This is an optimization exercise on Yosys and OpenROAD, whose aim is small area and a short achievable clock period, not a production implementation.
Only simulation tests tie the RTL to the original design; equivalence was not proved.
Power is estimated from default activity; no workload was simulated.

**design/flow/flow/run.sh**
```bash
#!/bin/bash
# Standard layout with small port buffers, larger clock sink clusters and no
# dummy loads in the clock tree.
export BUFFER_PORTS_ARGS="-buffer_cell sky130_fd_sc_hd__buf_2"
export CTS_ARGS="-sink_clustering_enable -repair_clock_nets -dont_use_dummy_load -sink_clustering_size 25 -sink_clustering_max_diameter 60"
bash standard.sh > standard_run.log 2>&1
```
**design/flow/standard.sh**
```bash
#!/bin/bash
# synth_recipe.tcl (not shown) runs the flow's synth.tcl, then flattens the netlist and writes it again
# the make line also repeats each setting of config.mk as NAME=value (left out here)
make -C /OpenROAD-flow-scripts/flow DESIGN_CONFIG=/design/flow/config.mk WORK_HOME=/design/flow/orfs CLKGATE_MAP_FILE= SYNTH_SCRIPT=/design/flow/synth_recipe.tcl "${@:-finish}"
```
**design/flow/config.mk**
```make
export PLATFORM = sky130hd
export DESIGN_NAME = riscv_branch_predictor
export DESIGN_NICKNAME = riscv_branch_predictor
export VERILOG_FILES = /design/flow/design.v
export SDC_FILE = /design/flow/constraint.sdc
export NUM_CORES = 4
export LEC_CHECK = 0
export CAP_MARGIN = 20
export CORE_MARGIN = 2
export CORE_UTILIZATION = 55
export SETUP_SLACK_MARGIN = 2.0
export SLEW_MARGIN = 20
export SYNTH_HIERARCHICAL = 1
```
**design/flow/constraint.sdc**
```tcl
create_clock -name core_clock -period 6.5 [get_ports {clk}]
set_input_delay 1.3000 -clock core_clock [delete_from_list [all_inputs] [get_ports {clk}]]
set_output_delay 1.3000 -clock core_clock [all_outputs]
set_load 0.01 [all_outputs]
```
**design/flow/design.v**
```verilog
package riscv_pkg;
  localparam int XLEN = 32;
  localparam logic [XLEN-1:0] PC_INC = 32'd4;
  typedef enum logic [1:0] {
    CTR_SNT = 2'd0,
    CTR_WNT = 2'd1,
    CTR_WT  = 2'd2,
    CTR_ST  = 2'd3
  } ctr_e;
endpackage
import riscv_pkg::*;
module riscv_sat_counter2
(
  input  logic [1:0] ctr,
  input  logic       inc,
  output logic [1:0] ctr_next
);
  always_comb begin
    ctr_next = ctr;
    if (inc) begin
      if (ctr != CTR_ST) ctr_next = ctr + 2'd1;
    end else begin
      if (ctr != CTR_SNT) ctr_next = ctr - 2'd1;
    end
  end
endmodule
import riscv_pkg::*;
module riscv_branch_predictor
#(
  parameter int ENTRIES = 16
) (
  input  logic            clk,
  input  logic            rst,
  input  logic [XLEN-1:0] lookup_pc,
  output logic            pred_taken,
  output logic [XLEN-1:0] pred_target,
  input  logic            upd_valid,
  input  logic [XLEN-1:0] upd_pc,
  input  logic            upd_taken,
  input  logic [XLEN-1:0] upd_target,
  input  logic            upd_pred_taken,
  input  logic [XLEN-1:0] upd_pred_target,
  output logic            mispredict,
  output logic [XLEN-1:0] redirect_pc,
  output logic [XLEN-1:0] mispredict_count
);
  localparam int IDX   = $clog2(ENTRIES);
  localparam int TAG_W = XLEN - IDX - 2;
  logic [ENTRIES-1:0] valid_q;
  logic [TAG_W-1:0]   tag_q    [ENTRIES];
  logic [XLEN-1:0]    target_q [ENTRIES];
  logic [1:0]         ctr_q    [ENTRIES];
  logic [TAG_W-1:0]   lk_tag, up_tag;
  logic [IDX-1:0]     lk_idx, up_idx;
  logic [ENTRIES-1:0] lk_sel, lk_hsel, up_sel;
  logic               up_hit, wrong;
  assign lk_tag = lookup_pc[XLEN-1:IDX+2];
  assign lk_idx = lookup_pc[IDX+1:2];
  assign up_tag = upd_pc[XLEN-1:IDX+2];
  assign up_idx = upd_pc[IDX+1:2];
  for (genvar g = 0; g < ENTRIES; g++) begin : g_sel
    assign lk_sel[g]  = (lk_idx == g);
    assign up_sel[g]  = (up_idx == g);
    riscv_btb_dec4 #(.V(g)) u_hdec (.a(lk_idx), .y(lk_hsel[g]));
  end
  logic [ENTRIES-1:0] lk_nhit;
  for (genvar g = 0; g < ENTRIES; g++) begin : g_match
    riscv_btb_match #(.W(TAG_W)) u_match (
      .tag  (tag_q[g]),
      .key  (lk_tag),
      .en   (valid_q[g] & ctr_q[g][1]),
      .sel  (lk_hsel[g]),
      .nhit (lk_nhit[g])
    );
  end
  logic [3:0]      lk_pt;
  for (genvar c = 0; c < 4; c++) begin : g_pt
    riscv_btb_any16 u_any (.nhit(lk_nhit), .any(lk_pt[c]));
  end
  assign pred_taken = lk_pt[0];
  logic [XLEN-1:0] lk_tgt_rd, lk_inc;
  always_comb begin
    lk_tgt_rd = '0;
    for (int i = 0; i < ENTRIES; i++)
      lk_tgt_rd = lk_tgt_rd | ({XLEN{lk_sel[i]}} & target_q[i]);
  end
  riscv_btb_inc30 u_lk_inc (.a(lookup_pc[XLEN-1:2]), .y(lk_inc[XLEN-1:2]));
  assign lk_inc[1:0] = lookup_pc[1:0];
  for (genvar b = 0; b < XLEN; b++) begin : g_out
    riscv_g_mux2i u_out (.s(lk_pt[b/8]), .a0(~lk_inc[b]), .a1(~lk_tgt_rd[b]),
                         .y(pred_target[b]));
  end
  logic [TAG_W-1:0] up_tag_rd;
  logic             up_v_rd;
  always_comb begin
    up_tag_rd = '0;
    up_v_rd   = 1'b0;
    for (int i = 0; i < ENTRIES; i++) begin
      up_tag_rd = up_tag_rd | ({TAG_W{up_sel[i]}} & tag_q[i]);
      up_v_rd   = up_v_rd   | (up_sel[i] & valid_q[i]);
    end
  end
  assign up_hit = up_v_rd && (up_tag_rd == up_tag);
  assign wrong  = (upd_taken != upd_pred_taken) ||
                  (upd_taken && (upd_pred_target != upd_target));
  logic [1:0] ctr_step [ENTRIES];
  always_ff @(posedge clk) begin
    for (int i = 0; i < ENTRIES; i++) begin
      if (upd_valid && upd_taken && up_sel[i]) begin
        tag_q[i]    <= up_tag;
        target_q[i] <= upd_target;
      end
      if (upd_valid && up_sel[i] && (up_hit || upd_taken))
        ctr_q[i] <= up_hit ? ctr_step[i] : CTR_WT;
    end
  end
  for (genvar g = 0; g < ENTRIES; g++) begin : g_ctr
    riscv_sat_counter2 u_ctr (
      .ctr      (ctr_q[g]),
      .inc      (upd_taken),
      .ctr_next (ctr_step[g])
    );
  end
  always_ff @(posedge clk) begin
    if (rst) valid_q <= '0;
    else if (upd_valid && upd_taken) valid_q <= valid_q | up_sel;
  end
  logic [XLEN:0] cnt_inc;
  assign cnt_inc = {1'b0, mispredict_count} + 33'd1;
  always_ff @(posedge clk) begin
    if (rst) begin
      mispredict       <= 1'b0;
      redirect_pc      <= '0;
      mispredict_count <= '0;
    end else begin
      mispredict <= upd_valid && wrong;
      if (upd_valid && wrong) begin
        redirect_pc <= upd_taken ? upd_target : {upd_pc[XLEN-1:2] + 30'd1, upd_pc[1:0]};
        if (!cnt_inc[XLEN]) mispredict_count <= cnt_inc[XLEN-1:0];
      end
    end
  end
endmodule
module riscv_btb_match
#(
  parameter int W = 26
) (
  input  logic [W-1:0] tag,
  input  logic [W-1:0] key,
  input  logic         en,
  input  logic         sel,
  output logic         nhit
);
  logic [27:0] eq;
  logic [6:0]  n;
  logic [3:0]  a;
  for (genvar b = 0; b < W; b++) begin : g_eq
    riscv_g_xnor2 u_eq (.a(tag[b]), .b(key[b]), .y(eq[b]));
  end
  assign eq[26] = en;
  assign eq[27] = sel;
  for (genvar k = 0; k < 7; k++) begin : g_n
    riscv_g_nand4 u_n (.a(eq[4*k+3:4*k]), .y(n[k]));
  end
  riscv_g_nor2  u_a0 (.a(n[1:0]), .y(a[0]));
  riscv_g_nor2  u_a1 (.a(n[3:2]), .y(a[1]));
  riscv_g_nor2  u_a2 (.a(n[5:4]), .y(a[2]));
  riscv_g_inv   u_a3 (.a(n[6]),   .y(a[3]));
  riscv_g_nand4 u_h  (.a(a), .y(nhit));
endmodule
module riscv_btb_any16 (
  input  logic [15:0] nhit,
  output logic        any
);
  logic [7:0] p;
  logic [3:0] q;
  for (genvar k = 0; k < 8; k++) begin : g_p
    riscv_g_nand2 u_p (.a(nhit[2*k+1:2*k]), .y(p[k]));
  end
  for (genvar k = 0; k < 4; k++) begin : g_q
    riscv_g_nor2 u_q (.a(p[2*k+1:2*k]), .y(q[k]));
  end
  riscv_g_nand4 u_any (.a(q), .y(any));
endmodule
module riscv_btb_inc30 (
  input  logic [29:0] a,
  output logic [29:0] y
);
  logic [29:0] c;
  assign c[0] = 1'b1;
  for (genvar k = 1; k < 30; k++) begin : g_c
    assign c[k] = &a[k-1:0];
  end
  assign y = a ^ c;
endmodule
module riscv_btb_dec4
#(
  parameter int V = 0
) (
  input  logic [3:0] a,
  output logic       y
);
  assign y = (a == V);
endmodule
module riscv_g_xnor2 (input logic a, input logic b, output logic y);
  assign y = ~(a ^ b);
endmodule
module riscv_g_nand2 (input logic [1:0] a, output logic y);
  assign y = ~&a;
endmodule
module riscv_g_nand4 (input logic [3:0] a, output logic y);
  assign y = ~&a;
endmodule
module riscv_g_nor2 (input logic [1:0] a, output logic y);
  assign y = ~|a;
endmodule
module riscv_g_inv (input logic a, output logic y);
  assign y = ~a;
endmodule
module riscv_g_mux2i (input logic s, input logic a0, input logic a1, output logic y);
  assign y = ~(s ? a1 : a0);
endmodule
```
==> summary.md, run 1 <==
## Finish
* edfxtp_1 (960), xnor2_1 (459), a22oi_1 (218) — commonest cells after routing, fill and taps aside
* 6,395 — number of filler cells placed in the layout
* 30,400 um2 — sequential cell area
* 3,911 — Layout Nets
* edfxtp_1 — leading cell type in the layout, fill and taps excluded
* 0.192 — share of post-route cells with drive strength above 1
* 54,400 um2 — final std cell area, no fill
* 4,917 — Non-Filler Instances
* 16,600 um2 — area of the multi-input gates
* 15.6% — relative area change from synthesis to final layout

## STA
* 0.770 — ratio of final minimum period to clock period
* 0 — Hold Vio Cnt, Final
* 0 ps — summed negative setup slack over all endpoints
* 50.4 ps — worst clock skew on the final layout
* 0 — final number of max-transition violations
* 5000 ps — post-layout minimum cycle time
* 0 — final setup fails
* 456 ps — worst hold-check slack
* 1220 ps — actual slew at the worst max-slew pin
* 0.188 — headroom to the max-slew limit
* true — setup repair after global routing missed its margin
* 0.200 GHz — maximum clock frequency

## Place
* 107 mm — Detailed Place HPWL
* 230 — I/O Buffers
* 50,300 um2 — Post-Place Cell Area
* 1.01 — routability-driven placement congestion ratio
* 4,764 — number of placed instances, taps included

## Run
* 0 — count of maximum capacitance violations

## Global routing
* 244 mm — first-pass GRT wire length
* 32,700 — number of global-route vias before repair
* 0 — gr ovfl total
* 16 — number of antenna violations at the first check in global routing
* 86 — largest net degree at the start of global routing
* 0.397 — Total GRT Usage

## Setup path
* output port — critical path endpoint category
* 3700 ps — Worst Path Arrival
* nand4_1 — standard cell with the maximum stage delay on the critical path
* 2960 ps — slack of the worst reg-to-reg path
* 8 — maximum fanout along the worst path
* 5200 ps — Crit path required time
* ctr_q[10][0] — endpoint of the worst register-to-register path
* input port to output port — Worst Path Class, Setup
* tag_q[13][14] — source of the worst register-to-register timing path
* 4 — Crit path buffers/inverters
* buf_16, buf_8, xnor2_2, nand4_1, nor2_2, nand4_1, nand2_1, nor2_2, nand4_1, buf_12, mux2i_4, buf_6 — CP cell instances
* simple AND/OR/NAND/NOR gates — cell type group with the largest total delay on the critical path
* nand4_1 — cell seen most often among critical-path stages
* 10 — path depth of the worst reg2reg path
* 390 ps — longest individual stage delay on the worst path
* input port — CP startpoint kind

## Power
* 0.0133 W — total chip power
* 17.9 nW — Pleak
* 0.229 mV — worst-case vdd ir drop
* 244 nW/um2 — cell area power density

## Yosys
* 0 — proportion of register bits with asynchronous set or reset after synthesis
* 3,578 — total nets after synthesis
* 1,041 — register bit total from synthesis
* 13.7 um2 — synthesized area per cell
* 15 — count of synthesis-stage warnings from yosys
* edfxtp_1 (61%), xnor2_1 (8.9%), a22oi_1 (3.5%) — top area cells in the synthesized netlist
* 3,435 — number of instances in the synthesized netlist
* edfxtp_1 — commonest register cell after synthesis
* 47,100 um2 — Mapped Area
* edfxtp_1 — cell type with the highest aggregate area in the netlist
* 83 — distinct cell type count of the synthesized netlist
* 0.613 — area share of the largest cell type after synthesis
* 960 — number of enable flip-flop cells after synthesis
* 0.647 — part of the Yosys area used for sequential elements

## Route
* 6 — first drt pass iteration count
* 6.90 — via density per instance
* 4,969 — 1st-iter DRT viols
* 177 mm — aggregate routed wire length
* 0 — post-detailed-route count of antenna-violating nets
* 33,900 — overall via count from detail_route
* 36.0 um — routed length per instance
* 0 — detailed-route DRC error count

## Clock tree
* 3 — H-tree depth
* 83 — TritonCTS Buffers
* 660 ps — clk latency of the worst-skew pair
* clkbuf_16 — CTS root buf
* 1,041 — Sink Count
* built — CTS tree
* 70 ps — clock-pin transition on the worst setup and hold timing paths
* 0 — hold_buf cts
* 3 — clk buf depth

## Floorplan
* 297 um — Die Y
* 107 — # rows
* 85,000 um2 — core area
* 0.554 — starting density of the core
* 87,900 um2 — die area
* 297 um — x dimension of the die
* 231 — Boundary Pins

## Min path
* register to register — class of the tightest hold or removal check
* 2 — hold path depth
* redirect_pc[5] — Hold Path End
* redirect_pc[5] — critical hold path startpoint

## Outcome
* no timing/DRC/antenna violations — status

==> cells in the mapped netlist (8+ instances only) <==
master	count
ha_1	10
a211oi_1	9
nand2_1	142
nor2_1	203
a222oi_1	19
xnor2_1	480
maj3_2	32
nor3_1	35
a221oi_1	70
buf_4	10
nand4_1	188
and4_1	23
o2bb2ai_1	18
inv_1	82
dfxtp_1	81
clkbuf_1	88
nor2b_1	14
o21ai_0	48
edfxtp_1	960
a32oi_1	8
a22oi_1	218
nor4_1	18
o22ai_1	13
mux2i_1	84
a21oi_1	48
and2_1	37
mux2_2	18
buf_1	18
nand2b_1	25
and3_1	44
xor2_1	47
a31oi_1	15
buf_2	36
o211ai_1	10
nand3_1	90
nand3b_1	11
a22o_1	69
==> cells by family after synthesis <==
kind of cell | share of synthesized area
flip-flops | 0.647
AND/OR/NAND/NOR | 0.101
AO/OA/AOI/OAI | 0.0966
XOR/XNOR | 0.0981
buffers and inverters | 0.0224
multiplexers | 0.0242
adder cells (fa/ha/maj) | 0.0103
==> final cells by class <==
type                    instances  area share
flip-flops and latches       1041       0.560
repair buffers                405      0.0636
inverters                      83     0.00593
clock buffers                  83      0.0382
multi-input cells            2154       0.306
diodes                          7    0.000322
well taps                    1144      0.0263
==> metrics by stage <==
step,util,setup WS [ps]
floorplan,-,1160
global placement,0.592,581
detailed placement,0.592,568
CTS,0.633,1650
global route,0.640,1530
finish,0.640,1500
==> Yosys stat by module (local to each module, per instance), excerpt <==
module / flip-flops and latches / area (um2) / copies in the design / cells inside
riscv_branch_predictor: 1041 / 40700 / 1 / 2608
riscv_btb_inc30: 0 / 532 / 1 / 71
riscv_sat_counter2: 0 / 26.3 / 16 / 3
riscv_g_mux2i: 0 / 10.0 / 32 / 1
riscv_g_xnor2: 0 / 8.76 / 416 / 1
riscv_g_nand4: 0 / 6.26 / 132 / 1
riscv_g_inv: 0 / 3.75 / 16 / 1
riscv_g_nand2: 0 / 3.75 / 32 / 1
riscv_g_nor2: 0 / 3.75 / 64 / 1
==> registers in the layout, indices dropped and copies added, names as in the netlist <==
name	cells
target_q	512
tag_q	416
ctr_q	32
mispredict_count	32
redirect_pc	32
valid_q	16
mispredict	1
==> tightest hold or removal path: stages, from the launching register on <==
cell and delay (ps):
dfxtp_1 310, nand2_1 50, a21oi_1 50
==> where the power goes <==
part	leakage (nW)	switching, W	internal [W]
Sequential	9.32	0.0000460	0.00739
Clock	1.02	0.00226	0.00225
Combinational	7.61	0.000888	0.000468
==> layer usage <==
metal / up-vias / global-route usage / share of wire
met5: - / 0 / 0.00027
met4: 8 / 0.201 / 0.058
met3: 496 / 0.0745 / 0.11
met2: 2527 / 0.622 / 0.46
met1: 17000 / 0.532 / 0.37
li1: 13900 / - / -
==> worst max-delay path by stage <==
stage,startpoint,end,slack [ps],cells after the start
3_5_place_dp,upd_pc[2],ctr_q[12][1],570,11
6_report,lookup_pc[26],pred_target[27],1500,12
5_1_grt,lookup_pc[28],pred_target[31],1530,12
4_1_cts,lookup_pc[2],pred_target[31],1650,12
3_3_place_gp,lookup_pc[2],pred_target[14],580,9
2_1_floorplan,upd_pc[2],tag_q[8][0],1160,7
==> timing repair <==
item / 4_1_cts / 5_1_grt
gates resized for setup: 234 / 71
gates cloned: 7 / 5
buffers inserted: 34 / 17
endpoints found under the setup margin: 97 / 65
pin swaps: 66 / 58
==> run 2: changes to the inputs <==
==> design/flow/flow/run.sh (replaced) <==
#!/bin/bash
# Standard layout with small port buffers, larger clock sink clusters, no
# dummy loads in the clock tree, and pessimistic wire RC for the timing
# repair after global routing.
HERE=$(cd "$(dirname "$0")" && pwd)
export BUFFER_PORTS_ARGS="-buffer_cell sky130_fd_sc_hd__buf_2"
export CTS_ARGS="-sink_clustering_enable -repair_clock_nets -dont_use_dummy_load -sink_clustering_size 25 -sink_clustering_max_diameter 60"
export PRE_GLOBAL_ROUTE_TCL="$HERE/grt_rc.tcl"
bash standard.sh > standard_run.log 2>&1
==> design/flow/flow/grt_rc.tcl (new file) <==
set_layer_rc -layer li1 -capacitance 0.00019487 -resistance 0.093288
set_layer_rc -layer met1 -capacitance 0.000224088 -resistance 0.00116077
set_layer_rc -layer met2 -capacitance 0.000177103 -resistance 0.00116077
set_layer_rc -layer met3 -capacitance 0.000279451 -resistance 0.00020371
set_layer_rc -layer met4 -capacitance 0.000192566 -resistance 0.00020371
set_layer_rc -layer met5 -capacitance 0.000200313 -resistance 2.3153e-05
# end correlate

set_layer_rc -via mcon -resistance 9.249146E-3
set_layer_rc -via via -resistance 4.5E-3
set_layer_rc -via via2 -resistance 3.368786E-3
set_layer_rc -via via3 -resistance 0.376635E-3
set_layer_rc -via via4 -resistance 0.00580E-3

set_wire_rc -signal -layer met1
set_wire_rc -clock -layer met3
--- a/design/flow/config.mk
+++ b/design/flow/config.mk
@@ -8,5 +8,5 @@
 export CAP_MARGIN = 20
 export CORE_MARGIN = 2
-export CORE_UTILIZATION = 55
+export CORE_UTILIZATION = 40
 export SETUP_SLACK_MARGIN = 2.0
 export SLEW_MARGIN = 20
==> summary.md, run 2 <==
## Outcome
* no timing/DRC/antenna violations — status, unchanged

## Setup path
* 5 — Crit path buffers/inverters, was 4
* nand4_1 — cell seen most often among critical-path stages, unchanged
* 3140 ps — slack of the worst reg-to-reg path, was 2960 ps
* ctr_q[9][1] — endpoint of the worst register-to-register path, was ctr_q[10][0]
* 5200 ps — Crit path required time, about the same
* 10 — path depth of the worst reg2reg path, unchanged
* simple AND/OR/NAND/NOR gates — cell type group with the largest total delay on the critical path, unchanged
* 290 ps — longest individual stage delay on the worst path, was 390 ps
* buf_16, xnor2_2, nand4_1, nor2_4, nand4_1, buf_4, nand2_1, nor2_2, nand4_1, buf_12, buf_12, mux2i_4, buf_2 — CP cell instances, was buf_16, buf_8, xnor2_2, nand4_1, nor2_2, nand4_1, nand2_1, nor2_2, nand4_1, buf_12, mux2i_4, buf_6
* 3570 ps — Worst Path Arrival, was 3700 ps
* nor2_4 — standard cell with the maximum stage delay on the critical path, was nand4_1
* 13 — critical path depth, was 12
* tag_q[12][17] — source of the worst register-to-register timing path, was tag_q[13][14]
* output port — critical path endpoint category, unchanged
* 6 — maximum fanout along the worst path, was 8
* input port — CP startpoint kind, unchanged
* input port to output port — Worst Path Class, Setup, unchanged

## Finish
* 0.219 — share of post-route cells with drive strength above 1, was 0.192
* 56,100 um2 — final std cell area, no fill, was 54,400 um2
* 3,977 — Layout Nets, was 3,911
* target_q — Top reg by flops, unchanged
* edfxtp_1 (960), xnor2_1 (449), a22oi_1 (217) — commonest cells after routing, fill and taps aside, was edfxtp_1 (960), xnor2_1 (459), a22oi_1 (218)
* edfxtp_1 — leading cell type in the layout, fill and taps excluded, unchanged
* target_q (512), tag_q (416) — leading registers by flop count, unchanged
* 19.2% — relative area change from synthesis to final layout, was 15.6%
* 512 — flip-flop count of the largest register, all copies and words added, unchanged
* 10,100 — number of filler cells placed in the layout, was 6,395

## Floorplan
* 231 — Boundary Pins, unchanged
* 117,000 um2 — core area, was 85,000 um2
* 125 — # rows, was 107
* 347 um — Die Y, was 297 um
* 0.404 — starting density of the core, was 0.554
* 347 um — x dimension of the die, was 297 um
* 120,000 um2 — die area, was 87,900 um2

## Yosys
* 47,100 um2 — Mapped Area, unchanged
* 960 — number of enable flip-flop cells after synthesis, unchanged
* 3,435 — number of instances in the synthesized netlist, unchanged
* edfxtp_1 — library cell with the highest instance count after synthesis, unchanged
* 0.613 — area share of the largest cell type after synthesis, unchanged
* 13.7 um2 — synthesized area per cell, unchanged
* 3,578 — total nets after synthesis, unchanged
* edfxtp_1 — cell type with the highest aggregate area in the netlist, unchanged
* 83 — distinct cell type count of the synthesized netlist, unchanged
* 0 — proportion of register bits with asynchronous set or reset after synthesis, unchanged
* 0.647 — part of the Yosys area used for sequential elements, unchanged
* 15 — count of synthesis-stage warnings from yosys, unchanged
* 1,041 — register bit total from synthesis, unchanged
* edfxtp_1 (960), xnor2_1 (480), a22oi_1 (218) — top post-synthesis cells by count, unchanged
* edfxtp_1 (61%), xnor2_1 (8.9%), a22oi_1 (3.5%) — top area cells in the synthesized netlist, unchanged
* edfxtp_1 — commonest register cell after synthesis, unchanged

## Global routing
* 14 — number of antenna violations at the first check in global routing, was 16
* 86 — largest net degree at the start of global routing, unchanged
* 0.292 — Total GRT Usage, was 0.397
* 0 — gr ovfl total, unchanged
* 250 mm — first-pass GRT wire length, was 244 mm
* 32,000 — number of global-route vias before repair, was 32,700

## Route
* 4,991 — 1st-iter DRT viols, was 4,969
* 33,900 — overall via count from detail_route, about the same
* 6.32 — via density per instance, was 6.90
* 180 mm — aggregate routed wire length, was 177 mm
* 33.6 um — routed length per instance, was 36.0 um
* 0 — post-detailed-route count of antenna-violating nets, unchanged
* 7 — first drt pass iteration count, was 6
* 0 — detailed-route DRC error count, unchanged

## Power
* 241 nW/um2 — cell area power density, was 244 nW/um2
* 0.0103 W — internal portion of total power, was 0.0101 W
* 0.00325 W — switching power of the nets, was 0.00319 W
* 0.268 mV — worst-case vdd ir drop, was 0.229 mV
* 0.241 — switching power share of the total, was 0.240
* 18.6 nW — Pleak, was 17.9 nW
* 0.344 — fraction of power consumed by the clock network, was 0.339
* 0.550 — relative contribution of sequential cells to total power, was 0.559
* 0.106 — combinational fraction of design power, was 0.102

## STA
* 74.3 ps — worst clock skew on the final layout, was 50.4 ps
* 0 ps — summed negative setup slack over all endpoints, unchanged
* true — setup repair after global routing missed its margin, unchanged
* 0 — final number of max-transition violations, unchanged
* 0 — Hold Vio Cnt, Final, unchanged
* 954 ps — actual slew at the worst max-slew pin, was 1220 ps
* 1630 ps — setup slack of the critical path after layout, was 1500 ps
* 0 — final setup fails, unchanged
* 0.206 GHz — maximum clock frequency, was 0.200 GHz
* 0.364 — headroom to the max-slew limit, was 0.188
* 0.748 — ratio of final minimum period to clock period, was 0.770
* 4870 ps — post-layout minimum cycle time, was 5000 ps

## Clock tree
* 87 — TritonCTS Buffers, was 83
* 3 — clk buf depth, unchanged
* 0 — hold_buf cts, unchanged
* 1,041 — Sink Count, unchanged
* 3 — H-tree depth, unchanged
* built — CTS tree, unchanged
* clkbuf_16 — CTS root buf, unchanged
* 50 ps — clock-pin transition on the worst setup and hold timing paths, was 70 ps
* 690 ps — clk latency of the worst-skew pair, was 660 ps

## Place
* 227 ps — Worst Setup Slack post-DPL, was 568 ps
* 50,900 um2 — Post-Place Cell Area, was 50,300 um2
* 112 mm — Detailed Place HPWL, was 107 mm
* 230 — I/O Buffers, unchanged
* 0.976 — routability-driven placement congestion ratio, was 1.01

## Min path
* redirect_pc[7] — critical hold path startpoint, was redirect_pc[5]
* redirect_pc[7] — Hold Path End, was redirect_pc[5]
* register to register — class of the tightest hold or removal check, unchanged
* 2 — hold path depth, unchanged

## Run
* 0 — count of maximum capacitance violations, unchanged

==> run 2: cell counts after synthesis <==
Identical to the previous run, type by type.
==> run 2: cell type report <==
cell class	count	area, um2	area share
Antenna cell	5	12.5	0.000223
Clock buffer	87	2180	0.0388
Inverter	83	322	0.00573
Multi-Input combinational cell	2154	16900	0.301
Sequential cell	1041	30400	0.543
Tap cell	1524	1910	0.0340
Timing Repair Buffer	467	4320	0.0771
==> run 2: per-layer routing <==
layer	track usage	wire [um]
met4	0.130	9180
met2	0.451	82000
met5	0	53
met3	0.0611	20100
met1	0.396	68700
==> run 2: cell families (layout without fill, tap and decap cells) <==
| kind of cell | count (synthesis) | in the layout | synth area share |
|---|---|---|---|
| simple gates | 879 | 883 | 0.101 |
| flops | 1041 | 1041 | 0.647 |
| compound gates | 595 | 595 | 0.0966 |
| fa+ha+maj | 42 | 42 | 0.0103 |
| other cells | 0 | 5 | 0 |
| mux | 107 | 107 | 0.0242 |
| buf+inv | 244 | 637 | 0.0224 |
| xor+xnor | 527 | 527 | 0.0981 |
==> run 2: power groups by stage <==
stage | clock [W] | sequential [W] | combinational (W)
finish | 0.00464 | 0.00744 | 0.00143
global route | 0.00528 | 0.00745 | 0.00165
CTS | 0.00467 | 0.00743 | 0.00135
detailed placement | 0 | 0.00758 | 0.00121
global placement | 0 | 0.00758 | 0.00121
floorplan | 0 | 0.00758 | 0.000563
==> run 2: Yosys stat by module, one instance, submodules excluded, a selection <==
module	copies in the design	cells inside
riscv_g_nor2	64	1
riscv_g_xnor2	416	1
riscv_g_nand2	32	1
riscv_g_inv	16	1
riscv_btb_inc30	1	71
riscv_g_mux2i	32	1
riscv_branch_predictor	1	2608
==> run 2: stage by stage <==
stage	hold WS (ps)	util	std cells	total power (W)
final	452	0.481	5361	0.0135
after global routing	480	0.481	5358	0.0144
after CTS	452	0.473	5315	0.0134
after detailed placement	444	0.437	5162	0.00879
after global placement	436	0.437	5162	0.00878
after floorplan	454	-	3435	0.00814
==> run 2: repair_timing <==
action,4_1_cts,5_1_grt
pin swaps,90,39
buffers inserted,49,36
endpoints found under the setup margin,97,97
cloned,17,5
resized for setup,295,105
==> run 2: worst min-delay path, stage by stage, from the launching register on <==
cell     delay (ps)
dfxtp_1         300
nand2_1          50
a21oi_1          50
==> run 2: worst max-delay path by stage <==
| stage | from | to | slack, ps |
|---|---|---|---|
| after CTS | lookup_pc[5] | pred_target[30] | 1750 |
| final | lookup_pc[12] | pred_target[0] | 1630 |
| after detailed placement | lookup_pc[2] | pred_target[20] | 230 |
| after global routing | lookup_pc[9] | pred_target[30] | 1350 |
| after global placement | lookup_pc[2] | pred_target[14] | 110 |
| after floorplan | upd_pc[2] | tag_q[8][0] | 1160 |
==> run 3: changes to the inputs <==
--- a/design/flow/config.mk
+++ b/design/flow/config.mk
@@ -9,5 +9,5 @@
 export CORE_MARGIN = 2
 export CORE_UTILIZATION = 40
-export SETUP_SLACK_MARGIN = 2.0
+export SETUP_SLACK_MARGIN = 2.5
 export SLEW_MARGIN = 20
 export SYNTH_HIERARCHICAL = 1
==> summary.md, run 3 <==
## Route
* 70.6 mm — Metal-1 WL, was 68.7 mm
* met5 — uppermost signal routing layer after detailed routing, unchanged
* 19.9 mm — sum of met3 wire segment lengths after detailed routing, was 20.1 mm
* 181 mm — aggregate routed wire length, was 180 mm
* 0 — detailed-route DRC error count, unchanged
* 0 — post-detailed-route count of antenna-violating nets, unchanged
* 5,515 — 1st-iter DRT viols, was 4,991
* 6.34 — via density per instance, was 6.32
* 6 — first drt pass iteration count, was 7
* 33.6 um — routed length per instance, about the same
* 82.5 mm — met2 wirelength from detailed routing, was 82.0 mm
* 34,100 — overall via count from detail_route, was 33,900

## Yosys
* 0.0966 — complex-gate fraction of the synthesized area, unchanged
* 0.647 — part of the Yosys area used for sequential elements, unchanged
* 3,578 — total nets after synthesis, unchanged
* edfxtp_1 (960), xnor2_1 (480), a22oi_1 (218) — top post-synthesis cells by count, unchanged
* 0.0242 — multiplexer share of the synthesized area, unchanged
* 13.7 um2 — synthesized area per cell, unchanged
* 960 — number of enable flip-flop cells after synthesis, unchanged
* 0.613 — area share of the largest cell type after synthesis, unchanged
* edfxtp_1 — library cell with the highest instance count after synthesis, unchanged
* 0.0981 — XOR/XNOR share of the synthesized area, unchanged
* edfxtp_1 — commonest register cell after synthesis, unchanged
* 1,041 — register bit total from synthesis, unchanged
* 83 — distinct cell type count of the synthesized netlist, unchanged
* 3,435 — number of instances in the synthesized netlist, unchanged
* edfxtp_1 (61%), xnor2_1 (8.9%), a22oi_1 (3.5%) — top area cells in the synthesized netlist, unchanged
* 0.0103 — adder-cell share of the synthesized area, unchanged
* 47,100 um2 — Mapped Area, unchanged
* edfxtp_1 — cell type with the highest aggregate area in the netlist, unchanged
* simple AND/OR/NAND/NOR gates — combinational family with the most area after synthesis, unchanged
* 0 — proportion of register bits with asynchronous set or reset after synthesis, unchanged
* 15 — count of synthesis-stage warnings from yosys, unchanged
* 0.101 — area share of and/or/nand/nor cells after synthesis, unchanged

## Setup path
* mux2i_4 — standard cell with the maximum stage delay on the critical path, was nor2_4
* 5200 ps — Crit path required time, about the same
* output port — critical path endpoint category, unchanged
* input port to output port — Worst Path Class, Setup, unchanged
* buf_12, buf_16, buf_12, xnor2_4, nand4_1, nor2_2, nand4_1, nand2_1, nor2_2, nand4_1, buf_12, mux2i_4, buf_2 — CP cell instances, was buf_16, xnor2_2, nand4_1, nor2_4, nand4_1, buf_4, nand2_1, nor2_2, nand4_1, buf_12, buf_12, mux2i_4, buf_2
* 310 ps — longest individual stage delay on the worst path, was 290 ps
* 3510 ps — Worst Path Arrival, was 3570 ps
* input port — CP startpoint kind, unchanged
* 7 — maximum fanout along the worst path, was 6
* simple AND/OR/NAND/NOR gates — cell type group with the largest total delay on the critical path, unchanged
* 5 — Crit path buffers/inverters, unchanged

## STA
* 0 ps — summed negative setup slack over all endpoints, unchanged
* 0.313 — headroom to the max-slew limit, was 0.364
* 0 — Hold Vio Cnt, Final, unchanged
* 81.2 ps — worst clock skew on the final layout, was 74.3 ps
* true — setup repair after global routing missed its margin, unchanged
* 0.208 GHz — maximum clock frequency, was 0.206 GHz
* 0 — final number of max-transition violations, unchanged
* 0 — final setup fails, unchanged
* 0.740 — ratio of final minimum period to clock period, was 0.748
* 4810 ps — post-layout minimum cycle time, was 4870 ps
* 1030 ps — actual slew at the worst max-slew pin, was 954 ps

## Finish
* 10,000 — number of filler cells placed in the layout, was 10,100
* 20.9% — relative area change from synthesis to final layout, was 19.2%
* 0.488 — final core utilization, was 0.481
* edfxtp_1 (960), xnor2_1 (442), a22oi_1 (212) — commonest cells after routing, fill and taps aside, was edfxtp_1 (960), xnor2_1 (449), a22oi_1 (217)
* 512 — flip-flop count of the largest register, all copies and words added, unchanged
* 0.241 — share of post-route cells with drive strength above 1, was 0.219
* 3,998 — Layout Nets, was 3,977
* target_q (512), tag_q (416) — leading registers by flop count, unchanged
* target_q — Top reg by flops, unchanged
* edfxtp_1 — leading cell type in the layout, fill and taps excluded, unchanged

## Clock tree
* built — CTS tree, unchanged
* clkbuf_16 — CTS root buf, unchanged
* 50 ps — clock-pin transition on the worst setup and hold timing paths, about the same
* 3 — clk buf depth, unchanged
* 1,041 — Sink Count, unchanged
* 680 ps — clk latency of the worst-skew pair, was 690 ps
* 3 — H-tree depth, unchanged
* 84 — TritonCTS Buffers, was 87

## Floorplan
* 347 um — x dimension of the die, unchanged
* 231 — Boundary Pins, unchanged
* 117,000 um2 — core area, unchanged
* 120,000 um2 — die area, unchanged
* 125 — # rows, unchanged
* 0.404 — starting density of the core, unchanged
* 347 um — Die Y, unchanged

## Place
* 230 — I/O Buffers, unchanged
* 0.985 — routability-driven placement congestion ratio, was 0.976
* 112 mm — Detailed Place HPWL, about the same

## Outcome
* no timing/DRC/antenna violations — status, unchanged

## Global routing
* 0.292 — Total GRT Usage, about the same
* 0 — gr ovfl total, unchanged
* 251 mm — first-pass GRT wire length, was 250 mm
* 32,600 — number of global-route vias before repair, was 32,000
* 14 — number of antenna violations at the first check in global routing, unchanged
* 86 — largest net degree at the start of global routing, unchanged

## Power
* 0.184 mV — worst-case vdd ir drop, was 0.268 mV
* 18.9 nW — Pleak, was 18.6 nW
* 237 nW/um2 — cell area power density, was 241 nW/um2

## Run
* 0 — count of maximum capacitance violations, unchanged

## Min path
* register to register — class of the tightest hold or removal check, unchanged

## run 3: what timing repair did
action                     in CTS  in global routing
cloned                          5                  4
gates resized for setup       347                203
setup buffers                 108                 20
hold buffers                    0                  0
pin swaps                      69                117
setup endpoints to repair     101                143
## run 3: worst paths after layout
kind,slack [ps],end,cells after the start,start
worst max-delay path,1690,pred_target[22],13,lookup_pc[22]
worst max register to register,3050,ctr_q[9][0],10,tag_q[12][17]
worst min register to register,450,redirect_pc[12],2,redirect_pc[12]
worst min-delay path,450,redirect_pc[12],2,redirect_pc[12]
## run 3: final cells by class
| type | instances | area [um2] | area share |
|---|---|---|---|
| antenna | 7 | 17.5 | 0.000308 |
| sequential | 1041 | 30400 | 0.535 |
| tap | 1524 | 1910 | 0.0335 |
| clock buffer | 84 | 2100 | 0.0369 |
| inverter | 83 | 327 | 0.00574 |
| timing repair buffer | 495 | 4610 | 0.0809 |
| multi-input combinational | 2150 | 17500 | 0.308 |
## run 3: where the power goes
group          switching, W  total [W]  internal, W
logic              0.000942    0.00148     0.000543
clock network       0.00227    0.00454      0.00227
registers         0.0000469    0.00744      0.00739
## run 3: Yosys stat by module (local to each module, per instance), a selection
module                  copies in the design  flip-flops and latches  cells inside  area [um2]
riscv_branch_predictor                     1                    1041          2608       40700
riscv_g_nand4                            132                       0             1        6.26
riscv_g_mux2i                             32                       0             1        10.0
riscv_g_nand2                             32                       0             1        3.75
riscv_g_xnor2                            416                       0             1        8.76
riscv_g_nor2                              64                       0             1        3.75
riscv_btb_inc30                            1                       0            71         532
riscv_sat_counter2                        16                       0             3        26.3
riscv_g_inv                               16                       0             1        3.75
## run 3: worst register-to-register path, stage by stage (launching register included)
cell,delay (ps)
edfxtp_1,420
a222oi_1,660
nor2_1,160
or4_4,460
a211oi_4,260
nand4_1,140
buf_6,170
o41ai_4,320
buf_4,200
buf_8,140
and4_4,260
## run 3: kinds of logic after synthesis
kind of cell    count (synthesis)
flops                        1041
simple gates                  879
compound gates                595
xor+xnor                      527
buf+inv                       244
mux                           107
fa+ha+maj                      42
## run 3: metal layers
layer,track usage,vias up
li1,-,14100
met1,0.405,17300
met2,0.452,2330
met3,0.0545,447
met4,0.114,6
met5,0,-
## run 3: metrics by stage
step,setup WS [ps],total power (W),area (um2),cells,hold WS [ps]
after floorplan,1680,0.00815,47300,3435,454
after global placement,372,0.00877,50800,5154,438
after detailed placement,330,0.00878,50800,5155,442
after CTS,1780,0.0134,55500,5352,447
after global routing,1440,0.0143,56900,5379,478
final,1690,0.0135,56900,5384,447
==> run 4: changes to the inputs <==
==> design/flow/flow/grt_rc.tcl (replaced) <==
set_layer_rc -layer li1 -capacitance 0.00023984 -resistance 0.114816
set_layer_rc -layer met1 -capacitance 0.0002758 -resistance 0.00142864
set_layer_rc -layer met2 -capacitance 0.000217973 -resistance 0.00142864
set_layer_rc -layer met3 -capacitance 0.000343939 -resistance 0.00025072
set_layer_rc -layer met4 -capacitance 0.000237005 -resistance 0.00025072
set_layer_rc -layer met5 -capacitance 0.000246539 -resistance 2.8496e-05
# end correlate

set_layer_rc -via mcon -resistance 9.249146E-3
set_layer_rc -via via -resistance 4.5E-3
set_layer_rc -via via2 -resistance 3.368786E-3
set_layer_rc -via via3 -resistance 0.376635E-3
set_layer_rc -via via4 -resistance 0.00580E-3

set_wire_rc -signal -layer met1
set_wire_rc -clock -layer met3
--- a/design/flow/config.mk
+++ b/design/flow/config.mk
@@ -9,5 +9,5 @@
 export CORE_MARGIN = 2
 export CORE_UTILIZATION = 40
-export SETUP_SLACK_MARGIN = 2.5
+export SETUP_SLACK_MARGIN = 2.0
 export SLEW_MARGIN = 20
 export SYNTH_HIERARCHICAL = 1
==> summary.md, run 4 <==
## Yosys
* 83 — distinct cell type count of the synthesized netlist, unchanged
* 1,041 — register bit total from synthesis, unchanged
* 0.0966 — complex-gate fraction of the synthesized area, unchanged
* edfxtp_1 (960), xnor2_1 (480), a22oi_1 (218) — top post-synthesis cells by count, unchanged
* edfxtp_1 — library cell with the highest instance count after synthesis, unchanged
* 15 — count of synthesis-stage warnings from yosys, unchanged
* 960 — number of enable flip-flop cells after synthesis, unchanged
* 0.0242 — multiplexer share of the synthesized area, unchanged
* 3,435 — number of instances in the synthesized netlist, unchanged
* 0.613 — area share of the largest cell type after synthesis, unchanged
* edfxtp_1 — commonest register cell after synthesis, unchanged
* 0.0103 — adder-cell share of the synthesized area, unchanged
* 0.101 — area share of and/or/nand/nor cells after synthesis, unchanged
* simple AND/OR/NAND/NOR gates — combinational family with the most area after synthesis, unchanged
* 3,578 — total nets after synthesis, unchanged
* 0.0981 — XOR/XNOR share of the synthesized area, unchanged
* 0.647 — part of the Yosys area used for sequential elements, unchanged
* 47,100 um2 — Mapped Area, unchanged
* edfxtp_1 — cell type with the highest aggregate area in the netlist, unchanged
* 13.7 um2 — synthesized area per cell, unchanged
* edfxtp_1 (61%), xnor2_1 (8.9%), a22oi_1 (3.5%) — top area cells in the synthesized netlist, unchanged
* 0 — proportion of register bits with asynchronous set or reset after synthesis, unchanged

## Global routing
* 0.292 — Total GRT Usage, about the same
* 32,000 — number of global-route vias before repair, was 32,600
* 86 — largest net degree at the start of global routing, unchanged
* 250 mm — first-pass GRT wire length, was 251 mm
* 14 — number of antenna violations at the first check in global routing, unchanged
* 0 — gr ovfl total, unchanged

## Finish
* 20.2% — relative area change from synthesis to final layout, was 20.9%
* target_q — Top reg by flops, unchanged
* 0.227 — share of post-route cells with drive strength above 1, was 0.241
* edfxtp_1 — leading cell type in the layout, fill and taps excluded, unchanged
* target_q (512), tag_q (416) — leading registers by flop count, unchanged
* 3,991 — Layout Nets, was 3,998
* 512 — flip-flop count of the largest register, all copies and words added, unchanged
* edfxtp_1 (960), xnor2_1 (444), a22oi_1 (215) — commonest cells after routing, fill and taps aside, was edfxtp_1 (960), xnor2_1 (442), a22oi_1 (212)

## STA
* 0.388 — headroom to the max-slew limit, was 0.313
* 918 ps — actual slew at the worst max-slew pin, was 1030 ps
* 0.204 GHz — maximum clock frequency, was 0.208 GHz
* 0 — final setup fails, unchanged
* 0 — Hold Vio Cnt, Final, unchanged
* 4910 ps — post-layout minimum cycle time, was 4810 ps
* 0 — final number of max-transition violations, unchanged
* 448 ps — worst hold-check slack, was 447 ps
* 75.7 ps — worst clock skew on the final layout, was 81.2 ps
* true — setup repair after global routing missed its margin, unchanged
* 0.755 — ratio of final minimum period to clock period, was 0.740
* 0 ps — summed negative setup slack over all endpoints, unchanged

## Run
* 0 — count of maximum capacitance violations, unchanged

## Place
* 0.976 — routability-driven placement congestion ratio, was 0.985
* 230 — I/O Buffers, unchanged
* 112 mm — Detailed Place HPWL, about the same

## Clock tree
* 87 — TritonCTS Buffers, was 84
* built — CTS tree, unchanged
* 1,041 — Sink Count, unchanged
* clkbuf_16 — CTS root buf, unchanged
* 0 — hold_buf cts, unchanged
* 690 ps — clk latency of the worst-skew pair, was 680 ps
* 3 — clk buf depth, unchanged
* 50 ps — clock-pin transition on the worst setup and hold timing paths, about the same
* 3 — H-tree depth, unchanged

## Setup path
* 8 — maximum fanout along the worst path, was 7
* output port — critical path endpoint category, unchanged
* 5200 ps — Crit path required time, about the same
* input port to output port — Worst Path Class, Setup, unchanged
* input port — CP startpoint kind, unchanged
* 3610 ps — Worst Path Arrival, was 3510 ps

## Route
* 5,034 — 1st-iter DRT viols, was 5,515
* 6.34 — via density per instance, about the same
* 33.7 um — routed length per instance, was 33.6 um
* 0 — detailed-route DRC error count, unchanged
* 181 mm — aggregate routed wire length, about the same
* 8 — first drt pass iteration count, was 6
* 0 — post-detailed-route count of antenna-violating nets, unchanged
* 34,100 — overall via count from detail_route, about the same

## Floorplan
* 117,000 um2 — core area, unchanged
* 0.404 — starting density of the core, unchanged
* 231 — Boundary Pins, unchanged
* 347 um — x dimension of the die, unchanged
* 125 — # rows, unchanged
* 347 um — Die Y, unchanged
* 120,000 um2 — die area, unchanged

## Min path
* register to register — class of the tightest hold or removal check, unchanged

## Power
* 18.8 nW — Pleak, was 18.9 nW
* 240 nW/um2 — cell area power density, was 237 nW/um2
* 0.0135 W — total chip power, about the same
* 0.268 mV — worst-case vdd ir drop, was 0.184 mV

## Outcome
* no timing/DRC/antenna violations — status, unchanged

## run 4: logic make-up (layout without fill, tap and decap cells)
group / Yosys count / in the layout
flops: 1041 / 1041
other cells: 0 / 5
xor+xnor: 527 / 527
compound gates: 595 / 595
mux: 107 / 107
simple gates: 879 / 883
fa+ha+maj: 42 / 42
buf+inv: 244 / 651
## run 4: power breakdown
| group | internal, W | total, W | switching [W] | leakage (nW) |
|---|---|---|---|---|
| combinational | 0.000540 | 0.00147 | 0.000930 | 8.37 |
| clock | 0.00235 | 0.00464 | 0.00229 | 1.07 |
| sequential | 0.00739 | 0.00744 | 0.0000446 | 9.32 |
| total | 0.0103 | 0.0135 | 0.00327 | 18.8 |
## run 4: modules after synthesis (local to each module, per instance), a selection
module | cells inside | times used | cell area, um2 | flops+latches
riscv_branch_predictor | 2608 | 1 | 40700 | 1041
riscv_btb_inc30 | 71 | 1 | 532 | 0
riscv_sat_counter2 | 3 | 16 | 26.3 | 0
riscv_g_mux2i | 1 | 32 | 10.0 | 0
riscv_g_xnor2 | 1 | 416 | 8.76 | 0
riscv_g_nand4 | 1 | 132 | 6.26 | 0
riscv_g_inv | 1 | 16 | 3.75 | 0
riscv_g_nand2 | 1 | 32 | 3.75 | 0
riscv_g_nor2 | 1 | 64 | 3.75 | 0
## run 4: through the flow
stage	instance area [um2]	worst slack, ps	cells	utilization
finish	56600	1590	5375	0.485
global route	56600	1120	5372	0.485
CTS	55200	1750	5315	0.473
detailed placement	50900	227	5162	0.437
global placement	50900	109	5162	0.437
floorplan	47200	1160	3435	-
## run 4: area by class of cell
| type | instances | area, um2 |
|---|---|---|
| multi-input combinational | 2154 | 17100 |
| timing repair buffer | 481 | 4580 |
| inverter | 83 | 332 |
| clock buffer | 87 | 2180 |
| tap | 1524 | 1910 |
| antenna | 5 | 12.5 |
| sequential | 1041 | 30400 |
| fill | 10100 | 60000 |
## run 4: worst paths after layout
kind / from / to / slack [ps] / cells after the start
setup reg to reg: tag_q[0][16] / ctr_q[9][1] / 3120 / 10
hold / removal: redirect_pc[7] / redirect_pc[7] / 450 / 2
setup / recovery: lookup_pc[4] / pred_target[28] / 1590 / 11
hold reg to reg: redirect_pc[7] / redirect_pc[7] / 450 / 2
## run 4: what timing repair did
action                                  CTS  global route
setup buffers                            49            47
endpoints found under the hold margin     0             0
gates resized for setup                 295           172
gates cloned                             17             6
pin swaps                                90            58
endpoints found under the setup margin   97           113
## run 4: metal layers
| layer | vias to the layer above | track usage | routed length (um) | part of all wire |
|---|---|---|---|---|
| met3 | 446 | 0.0611 | 20700 | 0.11 |
| met4 | 12 | 0.130 | 9630 | 0.053 |
| met5 | - | 0 | 80 | 0.00044 |
| li1 | 14100 | - | - | - |
| met1 | 17200 | 0.396 | 68800 | 0.38 |
| met2 | 2352 | 0.451 | 82000 | 0.45 |
## run 4: critical path: stages
cell	delay [ps]
bufbuf_16	260
and4bb_2	230
nand4_1	110
inv_2	100
nand4_1	170
nand2_2	100
nor2_4	140
nand4_1	460
buf_12	360
mux2i_1	200
buf_2	160

[separate check: timing with driven ports]
No port has a modelled driver above. Below, the same layouts with a new extraction and two added sets of constraints. Step 1 (the two cells are an assumption about what drives the block):
set clk [get_ports {clk}]
set_driving_cell -lib_cell sky130_fd_sc_hd__clkbuf_16 $clk
set_driving_cell -lib_cell sky130_fd_sc_hd__buf_2 [delete_from_list [all_inputs] $clk]
Step 2 moves the port delays by t, midway between the first and last clock arrival at a register: inputs arrive t later, outputs are due t later. That takes back most of the time a late clock gives input paths. Slacks: no drivers / after step 1 / after step 2; pairs: no drivers / after step 1.
run | t (ns) | setup WS [ns] | worst setup path after step 2 | worst slew at a driven data input, ns
run 1 | 0.723 | 1.498 / 1.305 / 1.207 | input to register | 0.29
run 2 | 0.744 | 1.635 / 1.304 / 1.223 | input to register | 0.37
run 3 | 0.722 | 1.688 / 1.621 / 1.554 | input to register | 0.21
run 4 | 0.742 | 1.591 / 1.276 / 1.276 | input to output | 0.36
After both steps setup and hold are still met in every run listed. The setup slack of run 2, which loses most, moves by -0.331 ns with the drivers and by -0.412 ns with both steps.
